Context: an optimization exercise on an open-source flow, tuned for small area. The choices shown serve that exercise and are no tape-out recipe.
Power figures rest on the tool's default switching activity, not on a simulated workload.

==> wip/nickel: inputs <==
// reg_file_sb
module reg_file_sb
#(
  parameter int  XLEN  = rf_pkg::XLEN_DEF,
  parameter int  NREGS = rf_pkg::NREGS_DEF,
  parameter int  NRD   = 2,
  localparam int AW    = $clog2(NREGS)
) (
  input  logic                clk,
  input  logic                rst_n,
  input  logic [NRD*AW-1:0]   rs_addr,
  input  logic [NRD-1:0]      rs_used,
  output logic [NRD*XLEN-1:0] rs_data,
  output logic [NRD-1:0]      rs_busy,
  output logic                stall,
  input  logic                wr_en,
  input  logic [AW-1:0]       wr_addr,
  input  logic [XLEN-1:0]     wr_data,
  input  logic                iss_en,
  input  logic [AW-1:0]       iss_rd,
  input  logic                flush
);
  logic [XLEN-1:0]       rf_q [1:NREGS-1];
  logic [XLEN-1:0]       rf_d [1:NREGS-1];
  logic [NREGS-1:1]      we;
  logic [NREGS-1:1]      valid_q;
  logic [NREGS-1:1]      busy_q;
  logic [NREGS-1:1]      busy_d;
  logic [NREGS*XLEN-1:0] rf_flat;
  logic [NREGS-1:0]      busy_vec;
  logic [NREGS-1:0]      avail_vec;
  logic                  byp_en;
  assign byp_en = wr_en & rst_n;
  always_comb begin
    for (int r = 1; r < NREGS; r++) begin
      we[r] = wr_en && (wr_addr == AW'(r));
    end
  end
  for (genvar r = 1; r < NREGS; r++) begin : g_word
    rf_hold #(.XLEN(XLEN)) u_hold (
      .we_i  (we[r]),
      .nwe_i (~we[r]),
      .wd_i  (wr_data),
      .q_i   (rf_q[r]),
      .d_o   (rf_d[r])
    );
  end
  always_ff @(posedge clk) begin
    for (int r = 1; r < NREGS; r++) begin
      rf_q[r] <= rf_d[r];
    end
  end
  always_ff @(posedge clk or negedge rst_n) begin
    if (!rst_n) begin
      valid_q <= '0;
    end else begin
      valid_q <= valid_q | we;
    end
  end
  always_comb begin
    for (int r = 1; r < NREGS; r++) begin
      busy_d[r] = (busy_q[r] & ~we[r] & ~flush) | (iss_en && (iss_rd == AW'(r)));
    end
  end
  always_ff @(posedge clk or negedge rst_n) begin
    if (!rst_n) begin
      busy_q <= '0;
    end else begin
      busy_q <= busy_d;
    end
  end
  assign rf_flat[XLEN-1:0] = '0;
  assign busy_vec          = {busy_q, 1'b0};
  assign avail_vec         = {valid_q & ~we, 1'b0};
  for (genvar r = 1; r < NREGS; r++) begin : g_flat
  ...
clock: 6.0 ns
lec_check: 0
cap_margin: 5
core_margin: 2
core_utilization: 50
slew_margin: 5
synth_hierarchical: 1
standard.sh (not shown) runs the stock make flow with config.mk's settings and CLKGATE_MAP_FILE= SYNTH_SCRIPT=/design/flow/synth_recipe.tcl, a recipe that flattens the netlist after the stock synthesis.
==> flow/flow/run.sh <==
#!/bin/bash
# The standard ORFS layout (the standard.sh, its own synthesis unchanged)
# with two settings changed:
#  - the port buffers are the smallest buffer cell, not a delay buffer;
#  - clock tree: clkbuf_8 buffers, larger sink clusters, no dummy loads.
# Each tool's log stays under orfs/logs/; make's output goes to standard.log.
set -euo pipefail
bash standard.sh \
  BUFFER_PORTS_ARGS="-buffer_cell sky130_fd_sc_hd__buf_1" \
  CTS_ARGS="-sink_clustering_enable -repair_clock_nets -dont_use_dummy_load -buf_list sky130_fd_sc_hd__clkbuf_8 -sink_clustering_size 14 -sink_clustering_max_diameter 50" \
  finish > standard.log 2>&1
==> inputs of wip/delta, as changes to wip/nickel <==
==> flow/design.v (replaced) <==
package rf_pkg;
  localparam int XLEN_DEF  = 32;
  localparam int NREGS_DEF = 32;
  localparam int AW_DEF    = $clog2(NREGS_DEF);
  typedef logic [AW_DEF-1:0]   reg_addr_t;
  typedef logic [XLEN_DEF-1:0] xword_t;
  localparam reg_addr_t REG_ZERO = '0;
endpackage
module rf_read_port
#(
  parameter int XLEN  = rf_pkg::XLEN_DEF,
  parameter int NREGS = rf_pkg::NREGS_DEF,
  parameter int AW    = $clog2(NREGS)
) (
  input  logic [(NREGS-1)*XLEN-1:0] vis_i,
  input  logic [NREGS-1:0]      busy_i,
  input  logic [AW-1:0]         rs_addr_i,
  output logic [XLEN-1:0]       rs_data_o,
  output logic                  rs_busy_o
);
  logic [NREGS-1:0] sel;
  always_comb begin
    sel[0] = 1'b0;
    for (int r = 1; r < NREGS; r++) begin
      sel[r] = (rs_addr_i == AW'(r));
    end
  end
  for (genvar b = 0; b < XLEN; b++) begin : g_bit
    rf_sel31 u_sel (
      .s_i (sel[NREGS-1:1]),
      .d_i (vis_i[b*(NREGS-1) +: NREGS-1]),
      .y_o (rs_data_o[b])
    );
  end
  assign rs_busy_o = |(sel & busy_i);
endmodule
module rf_sel31 (
  input  logic [30:0] s_i,
  input  logic [30:0] d_i,
  output logic        y_o
);
  logic [10:0] g_n;
  logic [2:0]  p;
  for (genvar g = 0; g < 10; g++) begin : g_aoi
    rf_aoi222 u_aoi (
      .a0(s_i[3*g]),   .b0(d_i[3*g]),
      .a1(s_i[3*g+1]), .b1(d_i[3*g+1]),
      .a2(s_i[3*g+2]), .b2(d_i[3*g+2]),
      .y (g_n[g])
    );
  end
  rf_nand2 u_t0 (.a(s_i[30]), .b(d_i[30]), .y(g_n[10]));
  rf_nand4 u_n0 (.a(g_n[0]), .b(g_n[1]), .c(g_n[2]), .d(g_n[3]), .y(p[0]));
  rf_nand4 u_n1 (.a(g_n[4]), .b(g_n[5]), .c(g_n[6]), .d(g_n[7]), .y(p[1]));
  rf_nand3 u_n2 (.a(g_n[8]), .b(g_n[9]), .c(g_n[10]),            .y(p[2]));
  rf_or3   u_o  (.a(p[0]),   .b(p[1]),   .c(p[2]),               .y(y_o));
endmodule
module rf_aoi222 (
  input  logic a0, b0, a1, b1, a2, b2,
  output logic y
);
  assign y = ~((a0 & b0) | (a1 & b1) | (a2 & b2));
endmodule
module rf_or3 (
  input  logic a, b, c,
  output logic y
);
  assign y = a | b | c;
endmodule
module rf_nand2 (
  input  logic a, b,
  output logic y
);
  assign y = ~(a & b);
endmodule
module rf_nand3 (
  input  logic a, b, c,
  output logic y
);
  assign y = ~(a & b & c);
endmodule
module rf_nand4 (
  input  logic a, b, c, d,
  output logic y
);
  assign y = ~(a & b & c & d);
endmodule
module reg_file_sb
#(
  parameter int  XLEN  = rf_pkg::XLEN_DEF,
  parameter int  NREGS = rf_pkg::NREGS_DEF,
  parameter int  NRD   = 2,
  localparam int AW    = $clog2(NREGS)
) (
  input  logic                clk,
  input  logic                rst_n,
  input  logic [NRD*AW-1:0]   rs_addr,
  input  logic [NRD-1:0]      rs_used,
  output logic [NRD*XLEN-1:0] rs_data,
  output logic [NRD-1:0]      rs_busy,
  output logic                stall,
  input  logic                wr_en,
  input  logic [AW-1:0]       wr_addr,
  input  logic [XLEN-1:0]     wr_data,
  input  logic                iss_en,
  input  logic [AW-1:0]       iss_rd,
  input  logic                flush
);
  logic [XLEN-1:0]       rf_q [1:NREGS-1];
  logic [XLEN-1:0]       rf_d [1:NREGS-1];
  logic [NREGS-1:1]      we;
  logic [NREGS-1:1]      keep;
  logic [NREGS-1:1]      valid_q;
  logic [NREGS-1:1]      busy_q;
  logic [NREGS-1:1]      busy_d;
  logic [(NREGS-1)*XLEN-1:0] vis_flat;
  logic [NREGS-1:0]      busy_vis;
  always_comb begin
    for (int r = 1; r < NREGS; r++) begin
      we[r] = wr_en && rst_n && (wr_addr == AW'(r));
    end
  end
  assign keep = valid_q & ~we;
  for (genvar r = 1; r < NREGS; r++) begin : g_word
    rf_hold #(.XLEN(XLEN)) u_hold (
      .we_i   (we[r]),
      .keep_i (keep[r]),
      .wd_i   (wr_data),
      .q_i    (rf_q[r]),
      .d_o    (rf_d[r])
    );
  end
  always_ff @(posedge clk) begin
    for (int r = 1; r < NREGS; r++) begin
      rf_q[r] <= rf_d[r];
    end
  end
  always_ff @(posedge clk or negedge rst_n) begin
    if (!rst_n) begin
      valid_q <= '0;
    end else begin
      valid_q <= valid_q | we;
    end
  end
  always_comb begin
    for (int r = 1; r < NREGS; r++) begin
      busy_d[r] = (busy_q[r] & ~we[r] & ~flush) | (iss_en && (iss_rd == AW'(r)));
    end
  end
  always_ff @(posedge clk or negedge rst_n) begin
    if (!rst_n) begin
      busy_q <= '0;
    end else begin
      busy_q <= busy_d;
    end
  end
  assign busy_vis = {busy_q & ~we, 1'b0};
  for (genvar r = 1; r < NREGS; r++) begin : g_flat
    for (genvar b = 0; b < XLEN; b++) begin : g_b
      assign vis_flat[b*(NREGS-1) + r-1] = rf_d[r][b];
    end
  end
  for (genvar i = 0; i < NRD; i++) begin : g_rd
    rf_read_port #(
      .XLEN  (XLEN),
      .NREGS (NREGS),
      .AW    (AW)
    ) u_rd (
      .vis_i     (vis_flat),
      .busy_i    (busy_vis),
      .rs_addr_i (rs_addr[i*AW +: AW]),
      .rs_data_o (rs_data[i*XLEN +: XLEN]),
      .rs_busy_o (rs_busy[i])
    );
  end
  assign stall = |(rs_used & rs_busy);
endmodule
module rf_hold
#(
  parameter int XLEN = rf_pkg::XLEN_DEF
) (
  input  logic            we_i,
  input  logic            keep_i,
  input  logic [XLEN-1:0] wd_i,
  input  logic [XLEN-1:0] q_i,
  output logic [XLEN-1:0] d_o
);
  assign d_o = (wd_i & {XLEN{we_i}}) | (q_i & {XLEN{keep_i}});
endmodule
==> flow/flow/run.sh (replaced) <==
#!/bin/bash
# The standard ORFS layout (the standard.sh, its own synthesis unchanged)
# with two settings changed:
#  - the port buffers are the smallest buffer cell, not a delay buffer;
#  - clock tree: clkbuf_16 buffers, larger sink clusters, no dummy loads.
# Each tool's log stays under orfs/logs/; make's output goes to standard.log.
set -euo pipefail
bash standard.sh \
  BUFFER_PORTS_ARGS="-buffer_cell sky130_fd_sc_hd__buf_1" \
  CTS_ARGS="-sink_clustering_enable -repair_clock_nets -dont_use_dummy_load -buf_list sky130_fd_sc_hd__clkbuf_16 -sink_clustering_size 28 -sink_clustering_max_diameter 100" \
  finish > standard.log 2>&1
==> run notes <==
In wip/nickel the worst hold slack is lower than in wip/delta, by 210 ps. Of wip/delta and wip/nickel, wip/nickel has the higher register-to-register slack (gap 1300 ps). Combinational power: wip/delta is lower than wip/nickel (31%). Of wip/delta and wip/nickel, wip/delta has the higher via count (gap 0.95%, measured against wip/nickel). wip/delta produced a clean layout. wip/nickel finished with negative setup slack left. Against wip/nickel, the fmax of wip/delta is larger by 2.0%. Of wip/nickel and wip/delta, wip/delta has the higher sequential share of layout area (gap 0.75 points). Final cell count: wip/delta is lower than wip/nickel (about 1.2%).
==> figures <==
| item | wip/nickel | wip/delta |
|---|---|---|
| Outcome | finished with violations | complete, no violations |
| Reasons for failing layout checks | negative setup slack | - |
| Clock period minus worst slack | 6030 ps | 5920 ps |
| Buffer cell driving the clock tree root | sky130_fd_sc_hd__clkbuf_8 | sky130_fd_sc_hd__clkbuf_16 |
| # diodes | 5 | 7 |
| Worst-path clk slew | 70 ps | 120 ps |
| Util after Layout | 54.9% | 54.6% |
| Sequential share of power | 58.1% | 57.5% |
| Number of H-tree levels | 4 | 2 |
| Placement-stage worst setup slack | 26.6 ps | 162 ps |
| Largest net degree at the start of global routing | 62 | 37 |
| Internal power component | 0.0115 W | 0.00868 W |
| Arrival @ worst endpoint | 4830 ps | 4720 ps |
| Relative area of non-clock buffer cells in the final design | 5.70% | 5.51% |
| Area of the die | 89200 µm² | 88800 µm² |
| Power per unit of standard cell area | 345 nW/µm² | 265 nW/µm² |
| Starting DRT DRC Count | 9589 | 9947 |
No run of this note included a check of the RTL's function; only the layout flow was run.

separate check: timing with driven ports:
No port has a modelled driver above. Below, the same layouts with a new extraction and two added sets of constraints.
Step 1 (the two cells are an assumption about what drives the block):
set clk [get_ports {clk}]
set_driving_cell -lib_cell sky130_fd_sc_hd__clkbuf_16 $clk
set_driving_cell -lib_cell sky130_fd_sc_hd__buf_2 [delete_from_list [all_inputs] $clk]
Step 2 times the ports against the registers' clock, not the clock port: input delays grow and output delays shrink by t, the midpoint of the rising clock arrivals with the driver on.
Slacks: ideal / step 1 / step 2; pairs: ideal / step 1.
run | t (ns) | setup WS [ns] | worst setup path at the end | worst data-port slew with drivers (ns)
wip/nickel | 0.878 | -0.032 / -0.053 / -0.053 | input to output | 0.07
wip/delta | 0.720 | 0.084 / 0.058 / 0.058 | input to output | 0.14
The setup slack of wip/delta, which loses most, moves by -0.026 ns with the drivers and by -0.026 ns with both steps.
